What follows belongs to an exercise in optimizing a design on an open flow for small area, a short achievable clock period and few clock cycles per item; a production flow would make more cautious choices. For this run, only the layout was checked, not whether the RTL still works. Power and IR drop assume default switching activity.

**flow/design.v**
```verilog
package rv_pkg;
    typedef logic [32-1:0]   word_t;
    typedef logic [5-1:0] reg_addr_t;
    typedef enum logic [3:0] {
        ALU_ADD    = 4'd0,
        ALU_SUB    = 4'd1,
        ALU_SLL    = 4'd2,
        ALU_SLT    = 4'd3,
        ALU_SLTU   = 4'd4,
        ALU_XOR    = 4'd5,
        ALU_SRL    = 4'd6,
        ALU_SRA    = 4'd7,
        ALU_OR     = 4'd8,
        ALU_AND    = 4'd9,
        ALU_PASS_B = 4'd10
    } alu_op_e;
    typedef struct packed {
        alu_op_e   alu_op;
        word_t     operand_a;
        word_t     operand_b;
        reg_addr_t rd;
        logic      wen;
    } dec_pkt_t;
    typedef struct packed {
        reg_addr_t rd;
        word_t     data;
        logic      wen;
    } wb_pkt_t;
endpackage
`timescale 1ns/1ps
module regfile (
    input  logic        clk,
    input  logic        clr,
    input  logic [4:0]  rs1_addr,
    input  logic [4:0]  rs2_addr,
    output logic [31:0] rs1_data,
    output logic [31:0] rs2_data,
    input  logic        wen,
    input  logic [4:0]  wd_addr,
    input  logic [31:0] wd_data
);
    logic [31:0] regs [1:31];
    logic [31:0] wd;
    assign wd = clr ? 32'd0 : wd_data;
    for (genvar i = 1; i < 32; i++) begin : g_reg
        always_ff @(posedge clk) begin
            if (clr || (wen && wd_addr == 5'(i))) regs[i] <= wd;
        end
    end
    always_comb begin
        rs1_data = '0;
        rs2_data = '0;
        for (int i = 1; i < 32; i++) begin
            rs1_data = rs1_data | ({32{rs1_addr == 5'(i)}} & regs[i]);
            rs2_data = rs2_data | ({32{rs2_addr == 5'(i)}} & regs[i]);
        end
    end
endmodule
`timescale 1ns/1ps
module execute_stage (
    input  logic [31:0] r_a,        
    input  logic [31:0] r_b,        
    input  logic        fwd_a,      
    input  logic        fwd_b,      
    input  logic [31:0] prev,       
    input  logic        sub,        
    input  logic        sll,        
    input  logic        sra,        
    input  logic        sel_add,
    input  logic        sel_slt,
    input  logic        sel_sltu,
    input  logic        sel_sl,
    input  logic        sel_sr,
    input  logic        sel_xor,
    input  logic        sel_or,
    input  logic        sel_and,
    output logic [31:0] result
);
    logic [31:0] a, b, a_sh, prev_rev, sh, sum, rev_sh;
    logic [4:0]  shamt;
    logic        cout, slt, sltu;
    always_comb begin
        for (int i = 0; i < 32; i++) prev_rev[i] = prev[31-i];
    end
    assign a     = fwd_a ? prev : r_a;
    assign a_sh  = fwd_a ? (sll ? prev_rev : prev) : r_a;
    assign b     = fwd_b ? (prev ^ {32{sub}}) : r_b;
    assign shamt = fwd_b ? prev[4:0] : r_b[4:0];
    assign {cout, sum} = {1'b0, a} + {1'b0, b} + {32'd0, sub};
    assign sltu = ~cout;
    assign slt  = a[31] ^ b[31] ^ cout;
    assign sh = 32'($signed({sra & a_sh[31], a_sh}) >>> shamt);
    always_comb begin
        for (int i = 0; i < 32; i++) rev_sh[i] = sh[31-i];
    end
    assign result = ({32{sel_add}} & sum)
                  | ({32{sel_sl}}  & rev_sh)
                  | ({32{sel_sr}}  & sh)
                  | ({32{sel_xor}} & (a ^ b))
                  | ({32{sel_or}}  & (a | b))
                  | ({32{sel_and}} & (a & b))
                  | {31'd0, (sel_slt & slt) | (sel_sltu & sltu)};
endmodule
`timescale 1ns/1ps
module rv_core_top (
    input  logic              clk,
    input  logic              arst_n,
    input  logic              instr_valid,
    output logic              instr_ready,
    input  rv_pkg::word_t     instr,
    output logic              retire_valid,
    input  logic              retire_ready,
    output rv_pkg::reg_addr_t retire_rd,
    output rv_pkg::word_t     retire_data
);
    localparam logic [6:0] OPC_OP     = 7'b0110011;
    localparam logic [6:0] OPC_OP_IMM = 7'b0010011;
    localparam logic [6:0] OPC_LUI    = 7'b0110111;
    logic        adv;
    logic        clr;
    logic        f_valid;
    logic [31:0] f_instr;
    logic        r_valid;
    logic        r_wen;
    logic [4:0]  r_rd;
    logic [31:0] r_a;
    logic [31:0] r_b;
    logic        r_fwd_a, r_fwd_b;
    logic        r_sub, r_sll, r_sra;
    logic        r_sel_add, r_sel_slt, r_sel_sltu, r_sel_sl, r_sel_sr;
    logic        r_sel_xor, r_sel_or, r_sel_and;
    logic        o_valid;
    logic        o_wen;
    logic [4:0]  o_rd;
    logic [31:0] o_data;
    assign adv         = !o_valid || retire_ready;
    assign instr_ready = adv;
    always_ff @(posedge clk or negedge arst_n) begin
        if (!arst_n) clr <= 1'b1;
        else         clr <= 1'b0;
    end
    always_ff @(posedge clk or negedge arst_n) begin
        if (!arst_n)  f_valid <= 1'b0;
        else if (adv) f_valid <= instr_valid;
    end
    always_ff @(posedge clk) begin
        if (adv) f_instr <= instr;
    end
    logic [6:0]  opcode;
    logic [2:0]  funct3;
    logic [6:0]  funct7;
    logic [4:0]  rs1, rs2, rd;
    logic        is_op, is_imm, is_lui, f7_zero, f7_alt, legal;
    logic [31:0] rf1, rf2, v1, v2, bval, a_n, b_n;
    logic        o_hit1, o_hit2, r_hit1, r_hit2;
    logic        sub_n, sll_n, sra_n;
    logic        s_add, s_slt, s_sltu, s_sl, s_sr, s_xor, s_or, s_and;
    assign opcode  = f_instr[6:0];
    assign funct3  = f_instr[14:12];
    assign funct7  = f_instr[31:25];
    assign rd      = f_instr[11:7];
    assign rs1     = f_instr[19:15];
    assign rs2     = f_instr[24:20];
    assign is_op   = (opcode == OPC_OP);
    assign is_imm  = (opcode == OPC_OP_IMM);
    assign is_lui  = (opcode == OPC_LUI);
    assign f7_zero = (funct7 == 7'b0000000);
    assign f7_alt  = (funct7 == 7'b0100000);
    always_comb begin
        if (is_op)       legal = f7_zero || (f7_alt && (funct3 == 3'b000 || funct3 == 3'b101));
        else if (is_imm) legal = (funct3 == 3'b001) ? f7_zero :
                                 (funct3 == 3'b101) ? (f7_zero || f7_alt) : 1'b1;
        else             legal = is_lui;
    end
    regfile u_regfile (
        .clk      (clk),
        .clr      (clr),
        .rs1_addr (rs1),
        .rs2_addr (rs2),
        .rs1_data (rf1),
        .rs2_data (rf2),
        .wen      (o_valid && o_wen),
        .wd_addr  (o_rd),
        .wd_data  (o_data)
    );
    assign o_hit1 = o_valid && o_wen && (o_rd == rs1);
    assign o_hit2 = o_valid && o_wen && (o_rd == rs2);
    assign r_hit1 = r_valid && r_wen && (r_rd == rs1);
    assign r_hit2 = r_valid && r_wen && (r_rd == rs2);
    assign v1 = o_hit1 ? o_data : rf1;
    assign v2 = o_hit2 ? o_data : rf2;
    always_comb begin
        s_add  = 1'b0; s_slt = 1'b0; s_sltu = 1'b0; s_sl  = 1'b0;
        s_sr   = 1'b0; s_xor = 1'b0; s_or   = 1'b0; s_and = 1'b0;
        sub_n  = 1'b0; sll_n = 1'b0; sra_n  = 1'b0;
        if (legal && !is_lui) begin
            case (funct3)
                3'b000:  begin s_add = 1'b1; sub_n = is_op && funct7[5]; end
                3'b001:  begin s_sl = 1'b1; sll_n = 1'b1; end
                3'b010:  begin s_slt = 1'b1; sub_n = 1'b1; end
                3'b011:  begin s_sltu = 1'b1; sub_n = 1'b1; end
                3'b100:  s_xor = 1'b1;
                3'b101:  begin s_sr = 1'b1; sra_n = funct7[5]; end
                3'b110:  s_or = 1'b1;
                default: s_and = 1'b1;
            endcase
        end else begin
            s_add = 1'b1;
        end
    end
    always_comb begin
        logic [31:0] a_raw;
        a_raw = (legal && !is_lui) ? v1 : 32'd0;
        for (int i = 0; i < 32; i++) a_n[i] = sll_n ? a_raw[31-i] : a_raw[i];
    end
    always_comb begin
        if (!legal)      bval = 32'd0;
        else if (is_lui) bval = {f_instr[31:12], 12'b0};
        else if (is_op)  bval = v2;
        else             bval = {{20{f_instr[31]}}, f_instr[31:20]};
        b_n = bval ^ {32{sub_n}};
    end
    always_ff @(posedge clk or negedge arst_n) begin
        if (!arst_n)  r_valid <= 1'b0;
        else if (adv) r_valid <= f_valid;
    end
    always_ff @(posedge clk) begin
        if (adv) begin
            r_wen      <= legal && (rd != 5'd0);
            r_rd       <= legal ? rd : 5'd0;
            r_a        <= a_n;
            r_b        <= b_n;
            r_fwd_a    <= legal && !is_lui && r_hit1;
            r_fwd_b    <= legal && is_op && r_hit2;
            r_sub      <= sub_n;
            r_sll      <= sll_n;
            r_sra      <= sra_n;
            r_sel_add  <= s_add;
            r_sel_slt  <= s_slt;
            r_sel_sltu <= s_sltu;
            r_sel_sl   <= s_sl;
            r_sel_sr   <= s_sr;
            r_sel_xor  <= s_xor;
            r_sel_or   <= s_or;
            r_sel_and  <= s_and;
        end
    end
    logic [31:0] result;
    execute_stage u_execute (
        .r_a      (r_a),
        .r_b      (r_b),
        .fwd_a    (r_fwd_a),
        .fwd_b    (r_fwd_b),
        .prev     (o_data),
        .sub      (r_sub),
        .sll      (r_sll),
        .sra      (r_sra),
        .sel_add  (r_sel_add),
        .sel_slt  (r_sel_slt),
        .sel_sltu (r_sel_sltu),
        .sel_sl   (r_sel_sl),
        .sel_sr   (r_sel_sr),
        .sel_xor  (r_sel_xor),
        .sel_or   (r_sel_or),
        .sel_and  (r_sel_and),
        .result   (result)
    );
    always_ff @(posedge clk or negedge arst_n) begin
        if (!arst_n)  o_valid <= 1'b0;
        else if (adv) o_valid <= r_valid;
    end
    always_ff @(posedge clk) begin
        if (adv) begin
            o_wen  <= r_wen;
            o_rd   <= r_rd;
            o_data <= result;
        end
    end
    assign retire_valid = o_valid;
    assign retire_rd    = o_rd;
    assign retire_data  = o_data;
endmodule
```
**flow/run.sh**
```bash
#!/bin/bash
# synth_recipe.tcl (not shown) runs the flow's synth.tcl, then flattens the netlist and writes it again
# the make line also repeats each setting of config.mk as NAME=value (left out here)
make -C /OpenROAD-flow-scripts/flow DESIGN_CONFIG=/design/flow/config.mk WORK_HOME=/design/flow/orfs CLKGATE_MAP_FILE= SYNTH_SCRIPT=/design/flow/synth_recipe.tcl finish
```
**flow/config.mk**
```make
export PLATFORM = sky130hd
export DESIGN_NAME = rv_core_top
export DESIGN_NICKNAME = rv_core_top
export VERILOG_FILES = /design/flow/design.v
export SDC_FILE = /design/flow/constraint.sdc
export NUM_CORES = 4
export LEC_CHECK = 0
export CAP_MARGIN = 20
export CORE_MARGIN = 2
export CORE_UTILIZATION = 30
export SLEW_MARGIN = 20
```
**flow/constraint.sdc**
```tcl
create_clock -name core_clock -period 6.0 [get_ports {clk}]
set_input_delay 1.2000 -clock core_clock [delete_from_list [all_inputs] [get_ports {clk}]]
set_output_delay 1.2000 -clock core_clock [all_outputs]
set_load 0.01 [all_outputs]
```
==> results.py <==
metrics = {
    "routing": {
        "vias_per_cell": 6.84,
        "drc": 0,
        "wl_per_cell_um": 38.8,
        "wl_um": 276000,
        "ant_nets": 0,
        "first_pass_iters": 14,
        "drt_iter0_drc": 12000,
        "via_count": 48700,
    },
    "sta": {
        "hold_ws_ns": 0.476,
        "maxSlewHeadroom": 0.152,
        "rsz0062_at_grt": "no",
        "maxSlewViolCount": 0,
        "clock_skew_ns": 0.0787,
        "setup_violations": 0,
        "setup_tns_ns": 0,
        "period_share": 0.786,
        "worst_slack_ns": 1.28,
        "hold_viol": 0,
        "worst_pin_slew_ns": 1.27,
        "fmax_ghz": 0.212,
        "min_period_ns": 4.72,
    },
    "worst_setup_path": {
        "crit_path_end_kind": "flip-flop",
        "arrival_ns": 5.19,
        "startpoint_type": "flip-flop",
        "critPathMaxStageDelay_ns": 0.96,
        "critical_path_buf_inv_count": 1,
        "crit_type": "flip-flop to flip-flop",
        "cp_common_cell": "a211oi_1",
        "path_cells": "nand3_1 -> nor2_4 -> buf_4 -> a22oi_1 -> nand2_1 -> nor3_1 -> a211oi_1 -> a211oi_1 -> xnor2_1",
        "worstPathRequired_ns": 6.48,
        "worstPathMaxFanout": 16,
        "cp_top_family": "simple AND/OR/NAND/NOR gates",
        "crit_slowest_cell": "nor2_4",
    },
    "run_status": {
        "status": "timing/DRC/antenna clean",
    },
    "placement": {
        "port_buffers": 74,
        "dpl.hpwl_um": 167000,
        "place_worst_setup_slack_ns": 1.60,
        "place_area_um2": 60800,
        "gp_congestion": 0.997,
    },
    "grt": {
        "grt_util_met2": 0.400,
        "antenna_found_initial": 20,
        "grt.total_usage": 0.278,
        "use_met3": 0.137,
        "grt_first_pass_wirelength_um": 371000,
        "met1_usage": 0.331,
        "grt_overflow": 0,
        "grt_max_degree": 82,
        "grt_pass1_vias": 44700,
        "busiest_layer": "met2",
    },
    "synth": {
        "synth-seq-cells": 1148,
        "ys.flop_type": "edfxtp_1",
        "yosysSeqAreaShare": 0.617,
        "synth_area_um2": 55900,
        "syn-mean-instance-area_um2": 12.5,
        "synthDistinctLibCells": 85,
        "synth-edff-count": 1144,
        "yosysWarnings": 4,
        "syn-num-nets": 4557,
        "async_flop_share": 0.00348,
        "netlist_instances": 4455,
    },
    "clock_network": {
        "tritoncts": "done",
        "root_buffer": "clkbuf_16",
        "cts_buffer_depth": 3,
        "hold_buffers": 0,
        "cts_resized": 0,
        "cts_sinks": 1148,
        "cts_max_level": 3,
        "cts_setup_buffers": 0,
        "numCtsBuffers": 118,
        "clk_pin_slew_ns": 0.07,
        "clk_latency_ns": 0.81,
    },
    "finish": {
        "utilization": 0.351,
        "fillers": 17900,
        "syn2layout_area_growth_pct": 16.3,
        "final_nets": 4629,
        "drive_gt1_frac": 0.132,
        "mostFrequentLayoutCells": "edfxtp_1, a22oi_1, nand2_1, buf_4, nor2_1",
        "seqCellArea_um2": 34500,
        "layout_commonest_cell": "edfxtp_1",
        "multi_input_area_um2": 20400,
        "finalInstanceArea_um2": 65000,
    },
    "floorplan": {
        "die_y_um": 436,
        "initial_core_util": 0.302,
        "core_um2": 185000,
        "die_w_um": 436,
        "die-area_um2": 190000,
        "core.rowCount": 158,
        "io_pins": 75,
    },
    "power_and_ir_drop": {
        "vdd_drop_max_uv": 284,
        "p_leak_nw": 22.3,
        "cellPowerDensity_nw_per_um2": 423,
    },
    "worst_hold_path": {
        "hold_path_class": "flip-flop to flip-flop",
    },
    "run": {
        "drv_cap": 0,
    },
}
-- cell families after synthesis --
logic type	share of synthesized area
mux	0.0255
simple gates	0.0952
xor+xnor	0.0135
fa+ha+maj	0.0150
flops	0.617
buf+inv	0.0321
compound gates	0.202
other cells	0.0000671
-- cell type report --
| cell class | count | area share |
|---|---|---|
| Multi-Input combinational cell | 2865 | 0.314 |
| Tap cell | 2480 | 0.0478 |
| Clock inverter | 73 | 0.0133 |
| Timing Repair Buffer | 302 | 0.0410 |
| Antenna cell | 11 | 0.000424 |
| Clock buffer | 147 | 0.0482 |
| Inverter | 92 | 0.00532 |
| Sequential cell | 1148 | 0.530 |
-- synth_stat cells (19+ instances only) --
cell      count  area, um2
a21oi_1     182        911
xnor2_1      72        631
a22o_1      183       1600
buf_2        79        395
and2_1       19        119
clkbuf_1    218        818
nor2b_1      55        344
mux2i_1      68        681
nand4_1     109        682
inv_1        91        342
nor3_1       97        485
mux2_2       53        597
nand3_1     171        856
a221oi_1    158       1380
nor2_1      236        886
nand2_1     256        961
nand2b_1     19        119
a22oi_1     558       4190
a21o_1       31        233
o21ai_0      94        470
a211oi_1     59        443
edfxtp_1   1144      34400
nor4_1       26        163
and3_1       34        213
a222oi_1     60        601
ha_1         64        801
buf_1        46        173
-- metrics by stage --
stage | instances | total power, mW
6_report | 7118 | 27.5
3_3_place_gp | 6883 | 19.3
3_5_place_dp | 6884 | 19.4
4_1_cts | 7104 | 26.9
5_1_grt | 7109 | 28.1
2_1_floorplan | 4455 | 15.7
-- power by group --
| part | switching, mW | internal, mW | total, mW | leakage, nW |
|---|---|---|---|---|
| logic | 4.87 | 2.27 | 7.13 | 8.77 |
| registers | 1.67 | 11.0 | 12.7 | 11.6 |
| clock network | 3.32 | 4.36 | 7.68 | 1.92 |
-- worst paths after layout --
check / start / to / slack (ns) / depth (start not counted)
worst max-delay path: f_instr[23] / r_b[14] / 1.28 / 9
worst min-delay path: r_wen / o_wen / 0.48 / 0
worst max register to register: f_instr[23] / r_b[14] / 1.28 / 9
worst min register to register: r_wen / o_wen / 0.48 / 0
max in group asynchronous: arst_n / clr / 5.10 / 1
min in group asynchronous: arst_n / o_valid / 0.65 / 1
-- metal layers --
metal | part of all wire | vias up | routed length (um)
li1 | - | 18300 | -
met1 | 0.33 | 23400 | 91200
met2 | 0.41 | 5423 | 113000
met3 | 0.18 | 1515 | 49200
met4 | 0.083 | 36 | 22800
met5 | 0.00086 | - | 236
-- registers in the layout, summed over array words and instances, names as in the netlist, 5 cells and up --
name            cells
r_b                32
r_rd                5
o_data             32
f_instr            32
u_regfile.regs    992
o_rd                5
r_a                32

static timing again, ports no longer ideal:
The results above use ideal ports. As a check the final layout listed here was re-extracted and re-timed, cells and wires unchanged. Step 1 (the two cells are an assumption about what drives the block):
set clk [get_ports {clk}]
set_driving_cell -lib_cell sky130_fd_sc_hd__clkbuf_16 $clk
set_driving_cell -lib_cell sky130_fd_sc_hd__buf_2 [delete_from_list [all_inputs] $clk]
Step 2 adds t to the input delays and takes it off the output delays; t is the mean of the earliest and latest rising clock arrival at the registers after step 1. Input paths then give back, and output paths get back, about the clock's delay inside the block. Slacks: ideal ports / drivers / drivers and shift; pairs: ideal ports / drivers.
shift t [ns]: 0.839
setup WS [ns]: 1.283 / 1.283 / 1.283
slew at the worst register clock pin (ns): 0.07 / 0.07
worst slew at a driven data input, ns: 0.05
cell pins on the clock port's net: 1
After both steps this run still meets setup and hold. The setup slack of this run moves by 0.000 ns with the drivers and by 0.000 ns with both steps.
